From an optimization exercise on the open Yosys and OpenROAD flow, aimed at small area and a short achievable clock period; shortcuts taken in it are not production practice. Function was checked by simulation only, so behaviour that the tests miss may differ from the original. No activity file was given, so power comes from the tool's default toggle rates.

**flow/constraint.sdc**
```tcl
create_clock -name core_clock -period 5.0 [get_ports {clk}]
set_input_delay 1.0000 -clock core_clock [delete_from_list [all_inputs] [get_ports {clk}]]
set_output_delay 1.0000 -clock core_clock [all_outputs]
set_load 0.01 [all_outputs]
```
**flow/run.sh**
```bash
#!/bin/bash
# synth_recipe.tcl (not shown) runs the flow's synth.tcl, then flattens the netlist and writes it again
# the make line also repeats each setting of config.mk as NAME=value (left out here)
make -C /OpenROAD-flow-scripts/flow DESIGN_CONFIG=/design/flow/config.mk WORK_HOME=/design/flow/orfs CLKGATE_MAP_FILE= SYNTH_SCRIPT=/design/flow/synth_recipe.tcl finish
```
**flow/config.mk**
```make
export PLATFORM = sky130hd
export DESIGN_NAME = csr_unit
export DESIGN_NICKNAME = csr_unit
export VERILOG_FILES = /design/flow/design.v
export SDC_FILE = /design/flow/constraint.sdc
export NUM_CORES = 4
export LEC_CHECK = 0
export CAP_MARGIN = 20
export CORE_MARGIN = 2
export CORE_UTILIZATION = 40
export SETUP_SLACK_MARGIN = 0.2
export SLEW_MARGIN = 20
```
**flow/design.v**
```verilog
package csr_arch_pkg;
  typedef logic [32-1:0] csr_word_t;
  typedef enum logic [1:0] {
    PRIV_U = 2'd0,
    PRIV_S = 2'd1,
    PRIV_M = 2'd3
  } priv_t;
  typedef enum logic [12-1:0] {
    CSR_SSTATUS  = 12'h100,
    CSR_SIE      = 12'h104,
    CSR_STVEC    = 12'h105,
    CSR_SSCRATCH = 12'h140,
    CSR_SEPC     = 12'h141,
    CSR_SCAUSE   = 12'h142,
    CSR_STVAL    = 12'h143,
    CSR_SIP      = 12'h144,
    CSR_MSTATUS  = 12'h300,
    CSR_MISA     = 12'h301,
    CSR_MEDELEG  = 12'h302,
    CSR_MIE      = 12'h304,
    CSR_MTVEC    = 12'h305,
    CSR_MSCRATCH = 12'h340,
    CSR_MEPC     = 12'h341,
    CSR_MCAUSE   = 12'h342,
    CSR_MTVAL    = 12'h343,
    CSR_MIP      = 12'h344
  } csr_addr_t;
  typedef enum logic [3:0] {
    EXC_INSTR_MISALIGN = 4'd0,
    EXC_ILLEGAL_INSTR  = 4'd2,
    EXC_BREAKPOINT     = 4'd3,
    EXC_LOAD_MISALIGN  = 4'd4,
    EXC_LOAD_FAULT     = 4'd5,
    EXC_STORE_MISALIGN = 4'd6,
    EXC_STORE_FAULT    = 4'd7,
    EXC_ECALL_U        = 4'd8,
    EXC_ECALL_S        = 4'd9,
    EXC_ECALL_M        = 4'd11
  } exc_cause_t;
  typedef enum logic [3:0] {
    IRQ_SSI = 4'd1,
    IRQ_MSI = 4'd3,
    IRQ_STI = 4'd5,
    IRQ_MTI = 4'd7,
    IRQ_SEI = 4'd9,
    IRQ_MEI = 4'd11
  } irq_cause_t;
endpackage
package csr_bus_pkg;
  typedef enum logic [1:0] {
    CSR_RW = 2'd0,
    CSR_RS = 2'd1,
    CSR_RC = 2'd2
  } csr_op_t;
  typedef struct packed {
    csr_op_t   op;
    logic [11:0] addr;
    logic [31:0]wdata;
  } csr_req_t;
  typedef struct packed {
    logic [31:0]rdata;
    logic      illegal;
  } csr_rsp_t;
  typedef enum logic [1:0] {
    TRAP_NONE = 2'd0,
    TRAP_EXC  = 2'd1,
    TRAP_MRET = 2'd2,
    TRAP_SRET = 2'd3
  } trap_kind_t;
  typedef struct packed {
    trap_kind_t kind;
    logic [3:0] cause;
    logic [31:0] pc;
    logic [31:0] tval;
  } trap_evt_t;
  typedef enum logic [1:0] {
    WR_IDLE      = 2'd0,
    WR_CSR_WRITE = 2'd1,
    WR_ENTER     = 2'd2,
    WR_RETURN    = 2'd3
  } wr_kind_t;
  typedef struct packed {
    wr_kind_t  kind;
    logic [11:0] addr;
    logic [31:0]data;
    logic [31:0]cause;
    logic [31:0]epc;
    logic [31:0]tval;
    logic [1:0] target;
  } bank_wr_t;
endpackage
module csr_access (
  input  logic                    clk,
  input  logic                    rst_n,
  input  logic                    req_valid,
  input  csr_bus_pkg::csr_req_t   req,
  output logic                    req_ready,
  input  logic                    grant_instr,
  input  csr_arch_pkg::csr_word_t bank_rdata,
  input  csr_arch_pkg::priv_t     priv,
  output csr_arch_pkg::csr_addr_t rd_addr,
  output csr_bus_pkg::bank_wr_t   wr_req,
  output logic                    rsp_valid,
  output csr_bus_pkg::csr_rsp_t   rsp
);
  logic      known;
  logic      illegal;
  logic      xfer;
  csr_arch_pkg::csr_word_t new_val;
  always_comb begin
    case (req.addr)
      csr_arch_pkg::CSR_SSTATUS, csr_arch_pkg::CSR_SIE, csr_arch_pkg::CSR_STVEC, csr_arch_pkg::CSR_SSCRATCH,
      csr_arch_pkg::CSR_SEPC, csr_arch_pkg::CSR_SCAUSE, csr_arch_pkg::CSR_STVAL, csr_arch_pkg::CSR_SIP,
      csr_arch_pkg::CSR_MSTATUS, csr_arch_pkg::CSR_MISA, csr_arch_pkg::CSR_MEDELEG, csr_arch_pkg::CSR_MIE, csr_arch_pkg::CSR_MTVEC,
      csr_arch_pkg::CSR_MSCRATCH, csr_arch_pkg::CSR_MEPC, csr_arch_pkg::CSR_MCAUSE, csr_arch_pkg::CSR_MTVAL, csr_arch_pkg::CSR_MIP: known = 1'b1;
      default: known = 1'b0;
    endcase
  end
  assign illegal = !known || (req.addr[9:8] > priv);
  always_comb begin
    case (req.op)
      csr_bus_pkg::CSR_RW:  new_val = req.wdata;
      csr_bus_pkg::CSR_RS:  new_val = bank_rdata | req.wdata;
      csr_bus_pkg::CSR_RC:  new_val = bank_rdata & ~req.wdata;
      default: new_val = bank_rdata;
    endcase
  end
  assign req_ready = grant_instr;
  assign xfer      = req_valid && req_ready;
  assign rd_addr   = csr_arch_pkg::csr_addr_t'(req.addr);
  always_comb begin
    wr_req        = '0;
    wr_req.addr   = req.addr;
    wr_req.data   = new_val;
    wr_req.target = priv;
    if (req_valid && !illegal && (req.addr != csr_arch_pkg::CSR_MISA)) begin
      wr_req.kind = csr_bus_pkg::WR_CSR_WRITE;
    end
  end
  always_ff @(posedge clk or negedge rst_n) begin
    if (!rst_n) begin
      rsp_valid <= 1'b0;
    end else begin
      rsp_valid <= xfer;
    end
  end
  always_ff @(posedge clk) begin
    if (xfer) begin
      rsp.rdata   <= illegal ? '0 : bank_rdata;
      rsp.illegal <= illegal;
    end
  end
endmodule
module irq_ctrl (
  input  csr_arch_pkg::csr_word_t  mip,
  input  csr_arch_pkg::csr_word_t  mie,
  input  csr_arch_pkg::csr_word_t  mstatus,
  input  csr_arch_pkg::priv_t      priv,
  output logic                     irq_take,
  output csr_arch_pkg::irq_cause_t irq_cause
);
  csr_arch_pkg::csr_word_t pend;
  assign pend = mip & mie & (32'h0000_0888 | 32'h0000_0222);
  always_comb begin
    if (pend[csr_arch_pkg::IRQ_MEI]) begin
      irq_cause = csr_arch_pkg::IRQ_MEI;
    end else if (pend[csr_arch_pkg::IRQ_MSI]) begin
      irq_cause = csr_arch_pkg::IRQ_MSI;
    end else if (pend[csr_arch_pkg::IRQ_MTI]) begin
      irq_cause = csr_arch_pkg::IRQ_MTI;
    end else if (pend[csr_arch_pkg::IRQ_SEI]) begin
      irq_cause = csr_arch_pkg::IRQ_SEI;
    end else if (pend[csr_arch_pkg::IRQ_SSI]) begin
      irq_cause = csr_arch_pkg::IRQ_SSI;
    end else begin
      irq_cause = csr_arch_pkg::IRQ_STI;
    end
  end
  assign irq_take = (|pend) && ((priv != csr_arch_pkg::PRIV_M) || mstatus[3]);
endmodule
module trap_ctrl (
  input  logic                     clk,
  input  logic                     rst_n,
  input  csr_bus_pkg::trap_evt_t   evt,
  input  logic                     irq_take,
  input  csr_arch_pkg::irq_cause_t irq_cause,
  input  csr_arch_pkg::priv_t      priv,
  input  csr_arch_pkg::csr_word_t  mstatus,
  input  csr_arch_pkg::csr_word_t  medeleg,
  input  csr_arch_pkg::csr_word_t  mtvec,
  input  csr_arch_pkg::csr_word_t  stvec,
  input  csr_arch_pkg::csr_word_t  mepc,
  input  csr_arch_pkg::csr_word_t  sepc,
  output csr_bus_pkg::bank_wr_t    trap_req,
  output logic                     redirect_valid,
  output csr_arch_pkg::csr_word_t  redirect_pc
);
  logic      to_s;
  csr_arch_pkg::csr_word_t tvec_sel;
  csr_arch_pkg::csr_word_t tvec_base;
  csr_arch_pkg::csr_word_t target_pc;
  assign to_s = (evt.kind == csr_bus_pkg::TRAP_EXC) && (priv != csr_arch_pkg::PRIV_M) && medeleg[evt.cause];
  assign tvec_sel  = to_s ? stvec : mtvec;
  assign tvec_base = {tvec_sel[32-1:2], 2'b00};
  always_comb begin
    trap_req     = '0;
    trap_req.epc = evt.pc;
    target_pc    = tvec_base;
    case (evt.kind)
      csr_bus_pkg::TRAP_EXC: begin
        trap_req.kind   = csr_bus_pkg::WR_ENTER;
        trap_req.addr   = to_s ? csr_arch_pkg::CSR_SEPC : csr_arch_pkg::CSR_MEPC;
        trap_req.cause  = {{(32-4){1'b0}}, evt.cause};
        trap_req.tval   = evt.tval;
        trap_req.target = to_s ? csr_arch_pkg::PRIV_S : csr_arch_pkg::PRIV_M;
      end
      csr_bus_pkg::TRAP_MRET: begin
        trap_req.kind   = csr_bus_pkg::WR_RETURN;
        trap_req.addr   = csr_arch_pkg::CSR_MEPC;
        trap_req.target = csr_arch_pkg::priv_t'(mstatus[11 +: 2]);
        target_pc       = mepc;
      end
      csr_bus_pkg::TRAP_SRET: begin
        trap_req.kind   = csr_bus_pkg::WR_RETURN;
        trap_req.addr   = csr_arch_pkg::CSR_SEPC;
        trap_req.target = csr_arch_pkg::priv_t'({1'b0, mstatus[8]});
        target_pc       = sepc;
      end
      default: begin
        if (irq_take) begin
          trap_req.kind   = csr_bus_pkg::WR_ENTER;
          trap_req.addr   = csr_arch_pkg::CSR_MEPC;
          trap_req.cause  = {1'b1, {(32-5){1'b0}}, irq_cause};
          trap_req.target = csr_arch_pkg::PRIV_M;
          if (mtvec[0]) begin
            target_pc = tvec_base + {{(32-6){1'b0}}, irq_cause, 2'b00};
          end
        end
      end
    endcase
    trap_req.data = target_pc;
  end
  always_ff @(posedge clk or negedge rst_n) begin
    if (!rst_n) begin
      redirect_valid <= 1'b0;
    end else begin
      redirect_valid <= (trap_req.kind != csr_bus_pkg::WR_IDLE);
    end
  end
  always_ff @(posedge clk) begin
    if (trap_req.kind != csr_bus_pkg::WR_IDLE) begin
      redirect_pc <= target_pc;
    end
  end
endmodule
module csr_write_arbiter (
  input  csr_bus_pkg::bank_wr_t trap_req,
  input  csr_bus_pkg::bank_wr_t instr_req,
  output logic                  grant_instr,
  output csr_bus_pkg::bank_wr_t bank_wr
);
  assign grant_instr = (trap_req.kind == csr_bus_pkg::WR_IDLE);
  assign bank_wr     = grant_instr ? instr_req : trap_req;
endmodule
module csr_bank (
  input  logic                    clk,
  input  logic                    rst_n,
  input  csr_bus_pkg::bank_wr_t   bank_wr,
  input  csr_arch_pkg::csr_addr_t rd_addr,
  output csr_arch_pkg::csr_word_t rdata,
  output csr_arch_pkg::priv_t     priv,
  output csr_arch_pkg::csr_word_t mstatus,
  output csr_arch_pkg::csr_word_t medeleg,
  output csr_arch_pkg::csr_word_t mie,
  output csr_arch_pkg::csr_word_t mip,
  output csr_arch_pkg::csr_word_t mtvec,
  output csr_arch_pkg::csr_word_t stvec,
  output csr_arch_pkg::csr_word_t mepc,
  output csr_arch_pkg::csr_word_t sepc
);
  localparam csr_arch_pkg::csr_word_t SSTATUS_MASK = (csr_arch_pkg::csr_word_t'(1) << 1)
                                     | (csr_arch_pkg::csr_word_t'(1) << 5)
                                     | (csr_arch_pkg::csr_word_t'(1) << 8);
  csr_arch_pkg::csr_word_t mscratch;
  csr_arch_pkg::csr_word_t mcause;
  csr_arch_pkg::csr_word_t mtval;
  csr_arch_pkg::csr_word_t sscratch;
  csr_arch_pkg::csr_word_t scause;
  csr_arch_pkg::csr_word_t stval;
  csr_arch_pkg::csr_word_t mstatus_nx;
  csr_arch_pkg::priv_t     priv_nx;
  logic      s_level;
  assign s_level = (bank_wr.addr == csr_arch_pkg::CSR_SEPC);
  always_comb begin
    mstatus_nx = mstatus;
    priv_nx    = priv;
    case (bank_wr.kind)
      csr_bus_pkg::WR_ENTER: begin
        priv_nx = csr_arch_pkg::priv_t'(bank_wr.target);
        if (s_level) begin
          mstatus_nx[8]  = priv[0];
          mstatus_nx[5] = mstatus[1];
          mstatus_nx[1]  = 1'b0;
        end else begin
          mstatus_nx[11 +: 2] = priv;
          mstatus_nx[7]        = mstatus[3];
          mstatus_nx[3]         = 1'b0;
        end
      end
      csr_bus_pkg::WR_RETURN: begin
        priv_nx = csr_arch_pkg::priv_t'(bank_wr.target);
        if (s_level) begin
          mstatus_nx[1]  = mstatus[5];
          mstatus_nx[5] = 1'b1;
          mstatus_nx[8]  = 1'b0;
        end else begin
          mstatus_nx[3]         = mstatus[7];
          mstatus_nx[7]        = 1'b1;
          mstatus_nx[11 +: 2] = csr_arch_pkg::PRIV_U;
        end
      end
      csr_bus_pkg::WR_CSR_WRITE: begin
        if (bank_wr.addr == csr_arch_pkg::CSR_MSTATUS) begin
          mstatus_nx = bank_wr.data;
          if (bank_wr.data[11 +: 2] == 2'b10) begin
            mstatus_nx[11 +: 2] = csr_arch_pkg::PRIV_U;
          end
        end else if (bank_wr.addr == csr_arch_pkg::CSR_SSTATUS) begin
          mstatus_nx = (mstatus & ~SSTATUS_MASK) | (bank_wr.data & SSTATUS_MASK);
        end
      end
      default: mstatus_nx = mstatus;
    endcase
  end
  always_ff @(posedge clk or negedge rst_n) begin
    if (!rst_n) begin
      mstatus <= '0;
      priv    <= csr_arch_pkg::PRIV_M;
    end else begin
      mstatus <= mstatus_nx;
      priv    <= priv_nx;
    end
  end
  always_ff @(posedge clk or negedge rst_n) begin
    if (!rst_n) begin
      medeleg  <= '0;
      mie      <= '0;
      mip      <= '0;
      mtvec    <= '0;
      mscratch <= '0;
      mepc     <= '0;
      mcause   <= '0;
      mtval    <= '0;
      stvec    <= '0;
      sscratch <= '0;
      sepc     <= '0;
      scause   <= '0;
      stval    <= '0;
    end else if (bank_wr.kind == csr_bus_pkg::WR_ENTER) begin
      if (s_level) begin
        sepc   <= bank_wr.epc;
        scause <= bank_wr.cause;
        stval  <= bank_wr.tval;
      end else begin
        mepc   <= bank_wr.epc;
        mcause <= bank_wr.cause;
        mtval  <= bank_wr.tval;
      end
    end else if (bank_wr.kind == csr_bus_pkg::WR_CSR_WRITE) begin
      case (bank_wr.addr)
        csr_arch_pkg::CSR_MEDELEG:  medeleg  <= bank_wr.data;
        csr_arch_pkg::CSR_MIE:      mie      <= bank_wr.data;
        csr_arch_pkg::CSR_MIP:      mip      <= bank_wr.data;
        csr_arch_pkg::CSR_MTVEC:    mtvec    <= bank_wr.data;
        csr_arch_pkg::CSR_MSCRATCH: mscratch <= bank_wr.data;
        csr_arch_pkg::CSR_MEPC:     mepc     <= bank_wr.data;
        csr_arch_pkg::CSR_MCAUSE:   mcause   <= bank_wr.data;
        csr_arch_pkg::CSR_MTVAL:    mtval    <= bank_wr.data;
        csr_arch_pkg::CSR_STVEC:    stvec    <= bank_wr.data;
        csr_arch_pkg::CSR_SSCRATCH: sscratch <= bank_wr.data;
        csr_arch_pkg::CSR_SEPC:     sepc     <= bank_wr.data;
        csr_arch_pkg::CSR_SCAUSE:   scause   <= bank_wr.data;
        csr_arch_pkg::CSR_STVAL:    stval    <= bank_wr.data;
        csr_arch_pkg::CSR_SIE: mie <= (mie & ~32'h0000_0222) | (bank_wr.data & 32'h0000_0222);
        csr_arch_pkg::CSR_SIP: mip <= (mip & ~32'h0000_0222) | (bank_wr.data & 32'h0000_0222);
        default: mscratch <= mscratch;
      endcase
    end
  end
  always_comb begin
    case (rd_addr)
      csr_arch_pkg::CSR_SSTATUS:  rdata = mstatus & SSTATUS_MASK;
      csr_arch_pkg::CSR_SIE:      rdata = mie & 32'h0000_0222;
      csr_arch_pkg::CSR_STVEC:    rdata = stvec;
      csr_arch_pkg::CSR_SSCRATCH: rdata = sscratch;
      csr_arch_pkg::CSR_SEPC:     rdata = sepc;
      csr_arch_pkg::CSR_SCAUSE:   rdata = scause;
      csr_arch_pkg::CSR_STVAL:    rdata = stval;
      csr_arch_pkg::CSR_SIP:      rdata = mip & 32'h0000_0222;
      csr_arch_pkg::CSR_MSTATUS:  rdata = mstatus;
      csr_arch_pkg::CSR_MISA:     rdata = 32'h4014_0100;
      csr_arch_pkg::CSR_MEDELEG:  rdata = medeleg;
      csr_arch_pkg::CSR_MIE:      rdata = mie;
      csr_arch_pkg::CSR_MTVEC:    rdata = mtvec;
      csr_arch_pkg::CSR_MSCRATCH: rdata = mscratch;
      csr_arch_pkg::CSR_MEPC:     rdata = mepc;
      csr_arch_pkg::CSR_MCAUSE:   rdata = mcause;
      csr_arch_pkg::CSR_MTVAL:    rdata = mtval;
      csr_arch_pkg::CSR_MIP:      rdata = mip;
      default:      rdata = '0;
    endcase
  end
endmodule
module csr_unit (
  input  logic        clk,
  input  logic        rst_n,
  input  logic        req_valid,
  output logic        req_ready,
  input  logic [1:0]  req_op,
  input  logic [11:0] req_addr,
  input  logic [31:0] req_wdata,
  output logic        rsp_valid,
  output logic [31:0] rsp_rdata,
  output logic        rsp_illegal,
  input  logic [1:0]  evt_kind,
  input  logic [3:0]  evt_cause,
  input  logic [31:0] evt_pc,
  input  logic [31:0] evt_tval,
  output logic        redirect_valid,
  output logic [31:0] redirect_pc,
  output logic [1:0]  priv,
  output logic        machine_interrupt
);
  csr_bus_pkg::bank_wr_t   instr_req;
  csr_bus_pkg::bank_wr_t   trap_req;
  csr_bus_pkg::bank_wr_t   bank_wr;
  logic       grant_instr;
  csr_arch_pkg::csr_addr_t  rd_addr;
  csr_arch_pkg::csr_word_t  rdata;
  csr_arch_pkg::csr_word_t  mstatus;
  csr_arch_pkg::csr_word_t  medeleg;
  csr_arch_pkg::csr_word_t  mie;
  csr_arch_pkg::csr_word_t  mip;
  csr_arch_pkg::csr_word_t  mtvec;
  csr_arch_pkg::csr_word_t  stvec;
  csr_arch_pkg::csr_word_t  mepc;
  csr_arch_pkg::csr_word_t  sepc;
  csr_arch_pkg::irq_cause_t irq_cause;
  csr_bus_pkg::csr_req_t   req;
  csr_bus_pkg::csr_rsp_t   rsp;
  csr_bus_pkg::trap_evt_t  evt;
  csr_arch_pkg::priv_t      priv_q;
  assign req         = {req_op, req_addr, req_wdata};
  assign evt         = {evt_kind, evt_cause, evt_pc, evt_tval};
  assign rsp_rdata   = rsp.rdata;
  assign rsp_illegal = rsp.illegal;
  assign priv        = priv_q;
  csr_access u_access (
    .clk         (clk),
    .rst_n       (rst_n),
    .req_valid   (req_valid),
    .req         (req),
    .req_ready   (req_ready),
    .grant_instr (grant_instr),
    .bank_rdata  (rdata),
    .priv        (priv_q),
    .rd_addr     (rd_addr),
    .wr_req      (instr_req),
    .rsp_valid   (rsp_valid),
    .rsp         (rsp)
  );
  irq_ctrl u_irq (
    .mip       (mip),
    .mie       (mie),
    .mstatus   (mstatus),
    .priv      (priv_q),
    .irq_take  (machine_interrupt),
    .irq_cause (irq_cause)
  );
  trap_ctrl u_trap (
    .clk            (clk),
    .rst_n          (rst_n),
    .evt            (evt),
    .irq_take       (machine_interrupt),
    .irq_cause      (irq_cause),
    .priv           (priv_q),
    .mstatus        (mstatus),
    .medeleg        (medeleg),
    .mtvec          (mtvec),
    .stvec          (stvec),
    .mepc           (mepc),
    .sepc           (sepc),
    .trap_req       (trap_req),
    .redirect_valid (redirect_valid),
    .redirect_pc    (redirect_pc)
  );
  csr_write_arbiter u_arb (
    .trap_req    (trap_req),
    .instr_req   (instr_req),
    .grant_instr (grant_instr),
    .bank_wr     (bank_wr)
  );
  csr_bank u_bank (
    .clk     (clk),
    .rst_n   (rst_n),
    .bank_wr (bank_wr),
    .rd_addr (rd_addr),
    .rdata   (rdata),
    .priv    (priv_q),
    .mstatus (mstatus),
    .medeleg (medeleg),
    .mie     (mie),
    .mip     (mip),
    .mtvec   (mtvec),
    .stvec   (stvec),
    .mepc    (mepc),
    .sepc    (sepc)
  );
endmodule
```
==> results.py <==
metrics = {
    "run_status": {
        "status": "finished clean",
    },
    "finish": {
        "multiInputGateArea_mm2": 0.0127,
        "largest_reg_flops": 33,
        "register_area_mm2": 0.0133,
        "final_cell_mix": "nand2_1 (489), dfrtp_1 (450), o21ai_0 (367)",
        "fillCellCount": 6160,
        "final_nets": 3359,
        "post_route_cells_drive_above_1_share": 0.202,
        "layout_commonest_cell": "nand2_1",
        "top_register": "u_access.rsp",
        "area_growth_pct": 28.3,
        "final_cell_area_mm2": 0.0345,
    },
    "setup_path": {
        "r2r_setup_slack_ps": 750,
        "crit_path_start_kind": "input pin",
        "critPathCaptureType": "flop",
        "critical_path_class": "in -> reg",
        "reg2regPathDepth": 18,
        "arrival_ps": 5090,
        "critical_path_required_ps": 5520,
        "reg2reg_from": "u_bank.medeleg[0]",
        "r2r-end": "u_bank.mtvec[28]",
        "critical_path.max_fanout": 6,
    },
    "placed_design": {
        "place_area_mm2": 0.0323,
        "pre_cts_ws_ps": -559,
        "dpl.hpwl_um": 107000,
        "gp_congestion": 1.02,
        "portBuffers": 189,
    },
    "pwr": {
        "leakagePower_nw": 14.7,
        "ir_worst_vdd_mv": 0.277,
        "cellPowerDensity_mw_per_mm2": 342,
    },
    "sta": {
        "tightest_slew_ps": 1120,
        "grt_setup_unrepaired": "no",
        "finalHoldViolations": 0,
        "max_clock_freq_mhz": 219,
        "finalCritPeriodShare": 0.913,
        "relSlewSlack": 0.252,
        "setup_slack_ps": 434,
        "period_needed_ps": 4570,
        "finalClockSkew_ps": 18.6,
        "setup_viol": 0,
        "finalMaxSlewViolations": 0,
    },
    "clocking": {
        "insertion_delay_ps": 650,
        "clkSinkCount": 517,
        "cts_made_buffers": 59,
        "cts.htree.levels": 2,
        "cts_hold_buf": 0,
        "cts_root_buffer": "clkbuf_16",
        "cts_tree": "yes",
        "cts.clk_slew.worst_paths_ps": 60,
        "cts_buffer_depth": 3,
    },
    "synth": {
        "synth_fp_nets": 2965,
        "synth-async-reset-ratio": 0.874,
        "synth_warnings": 4,
        "synth_cell_types": 109,
        "synth_top_area_cell": "dfrtp_1",
        "synthFlopType": "dfrtp_1",
        "synth_area_leaders": "dfrtp_1 (42%), edfxtp_1 (7.3%), nand2_1 (6.9%)",
        "syn_area_per_cell_um2": 9.47,
        "yosys.area.top_type_share": 0.419,
        "syn_area_mm2": 0.0269,
        "yosysSeqAreaShare": 0.493,
        "synth_cells": 2840,
        "synth_edf_count": 65,
        "synth_seq_cells": 517,
    },
    "floorplan": {
        "die_area_mm2": 0.0693,
        "fp-row-count": 95,
        "die_w_um": 263,
        "initial_utilization": 0.402,
        "ios": 190,
        "die_h_um": 263,
        "core_area_mm2": 0.0669,
    },
    "grt": {
        "antenna_found_initial": 5,
        "grt_pass1_wl_um": 198000,
        "track_usage": 0.407,
        "first_global_vias": 24900,
        "grt-ovfl-total": 0,
        "grt_max_degree": 117,
    },
    "detailed_routing": {
        "drcViolationCount": 0,
        "drt_iter0_markers": 3557,
        "routed_via_density": 6.35,
        "vias": 26400,
        "routedWlPerCell_um": 34.2,
        "drtAntennaViolNets": 0,
        "postRouteWirelength_um": 142000,
        "dr.pass1.iters": 6,
    },
    "hold_path": {
        "holdCritPathClass": "in -> async",
    },
    "flow_run": {
        "cap_violations": 0,
    },
}
## critical path, stage by stage
cell and delay (ps):
clkdlybuf4s50_1 670, nor4b_2 320, buf_4 250, and3_1 280, buf_4 170, buf_4 190, a22o_1 220, nor4_1 670
buf_4 250, a21oi_1 70, o211ai_2 510, nor2_1 180, a21oi_1 190, o21ai_0 110
## synthesized netlist by cell type (15+ instances only)
library cell	instances
nor4_1	17
a21boi_0	25
and3_1	27
buf_4	15
nor2_1	140
nor2b_1	18
o21ai_1	30
edfxtp_1	65
nor3_1	47
clkbuf_1	115
nand2_1	496
nand3_1	60
a221oi_1	22
a22oi_1	65
a32oi_1	20
mux2i_1	91
a21oi_1	134
buf_2	82
mux2_2	94
inv_1	44
a22o_1	23
o21ai_0	368
nand2b_1	16
xnor2_1	16
dfrtp_1	450
a31oi_1	37
## what timing repair did
action                     CTS  global route
setup endpoints to repair    8            71
cloned                       0             0
setup buffers                0             1
resized for setup            1             4
pin swaps                    0             1
## cells by family after synthesis
family,after synthesis,share of synthesized area
AO/OA/AOI/OAI,920,0.218
XOR/XNOR,25,0.00814
adder cells (fa/ha/maj),6,0.00307
buffers and inverters,268,0.0439
flip-flops,517,0.493
multiplexers,188,0.0757
AND/OR/NAND/NOR,916,0.158
## final cells by class
cell class / instances / area share
diodes: 5 / 0.000363
clock buffers: 88 / 0.0536
clock inverters: 21 / 0.00762
inverters: 45 / 0.00490
multi-input cells: 2055 / 0.368
flip-flops and latches: 517 / 0.384
well taps: 873 / 0.0317
repair buffers: 556 / 0.150
## worst max-delay path by stage
stage                            start                  to  slack, ps  cells past startpoint
after floorplan            evt_kind[1]     u_bank.mepc[22]        190                     20
after global placement    evt_cause[2]     u_bank.mepc[22]       -480                     18
after detailed placement  evt_cause[2]  u_bank.medeleg[22]       -560                     19
after CTS                 evt_cause[2]    u_bank.stval[11]        330                     18
after global routing      evt_cause[1]    u_bank.stval[11]        200                     17
final                      req_addr[2]     u_bank.mepc[12]        430                     14
## power by group
group          total (mW)  switching, mW  internal (mW)
clock network        4.73           1.92           2.80
logic                2.00           1.24          0.762
registers            5.08          0.372           4.71
total                11.8           3.53           8.28
## per-layer routing
layer | wire length, um | global-route usage | vias up
met1 | 62100 | 0.601 | 13300
met5 | 0 | 0 | -
li1 | - | - | 11200
met3 | 18400 | 0.134 | 250
met4 | 5230 | 0.137 | 0
met2 | 56600 | 0.554 | 1740
## stage by stage
stage | setup TNS, ps | cells | util | total power [mW] | hold slack [ps]
2_1_floorplan | 0 | 2840 | - | 5.89 | 442
3_3_place_gp | -16260 | 4045 | 0.483 | 7.01 | 458
3_5_place_dp | -22120 | 4045 | 0.483 | 7.06 | 467
4_1_cts | 0 | 4154 | 0.515 | 11.8 | 480
5_1_grt | 0 | 4155 | 0.515 | 12.2 | 501
6_report | 0 | 4160 | 0.516 | 11.8 | 454

## what the ideal ports hide
Ports are ideal in the flow. The routed layout listed here was re-timed in OpenROAD. Step 1 sets driving cells, clkbuf_16 on the clock port and buf_2 on the other inputs (assumed; they add their load-dependent delay and slew). Step 2, shift: input delay + t, output delay - t, t = (earliest + latest rising clock arrival at the registers) / 2. This alone moves slack from input paths to output paths. Three values: no drivers, after step 1, after step 2; two values: the first two.
shift t [ns]: 0.706
slack for setup (ns): 0.434 / 0.467 / -0.238
clock arrival spread, ns: 0.024 / 0.023
worst register clock-pin slew, ns: 0.07 / 0.07
With both steps, setup timing fails in this run, where it was met with ideal ports. The setup slack of this run moves by +0.033 ns with the drivers and by -0.672 ns with both steps.
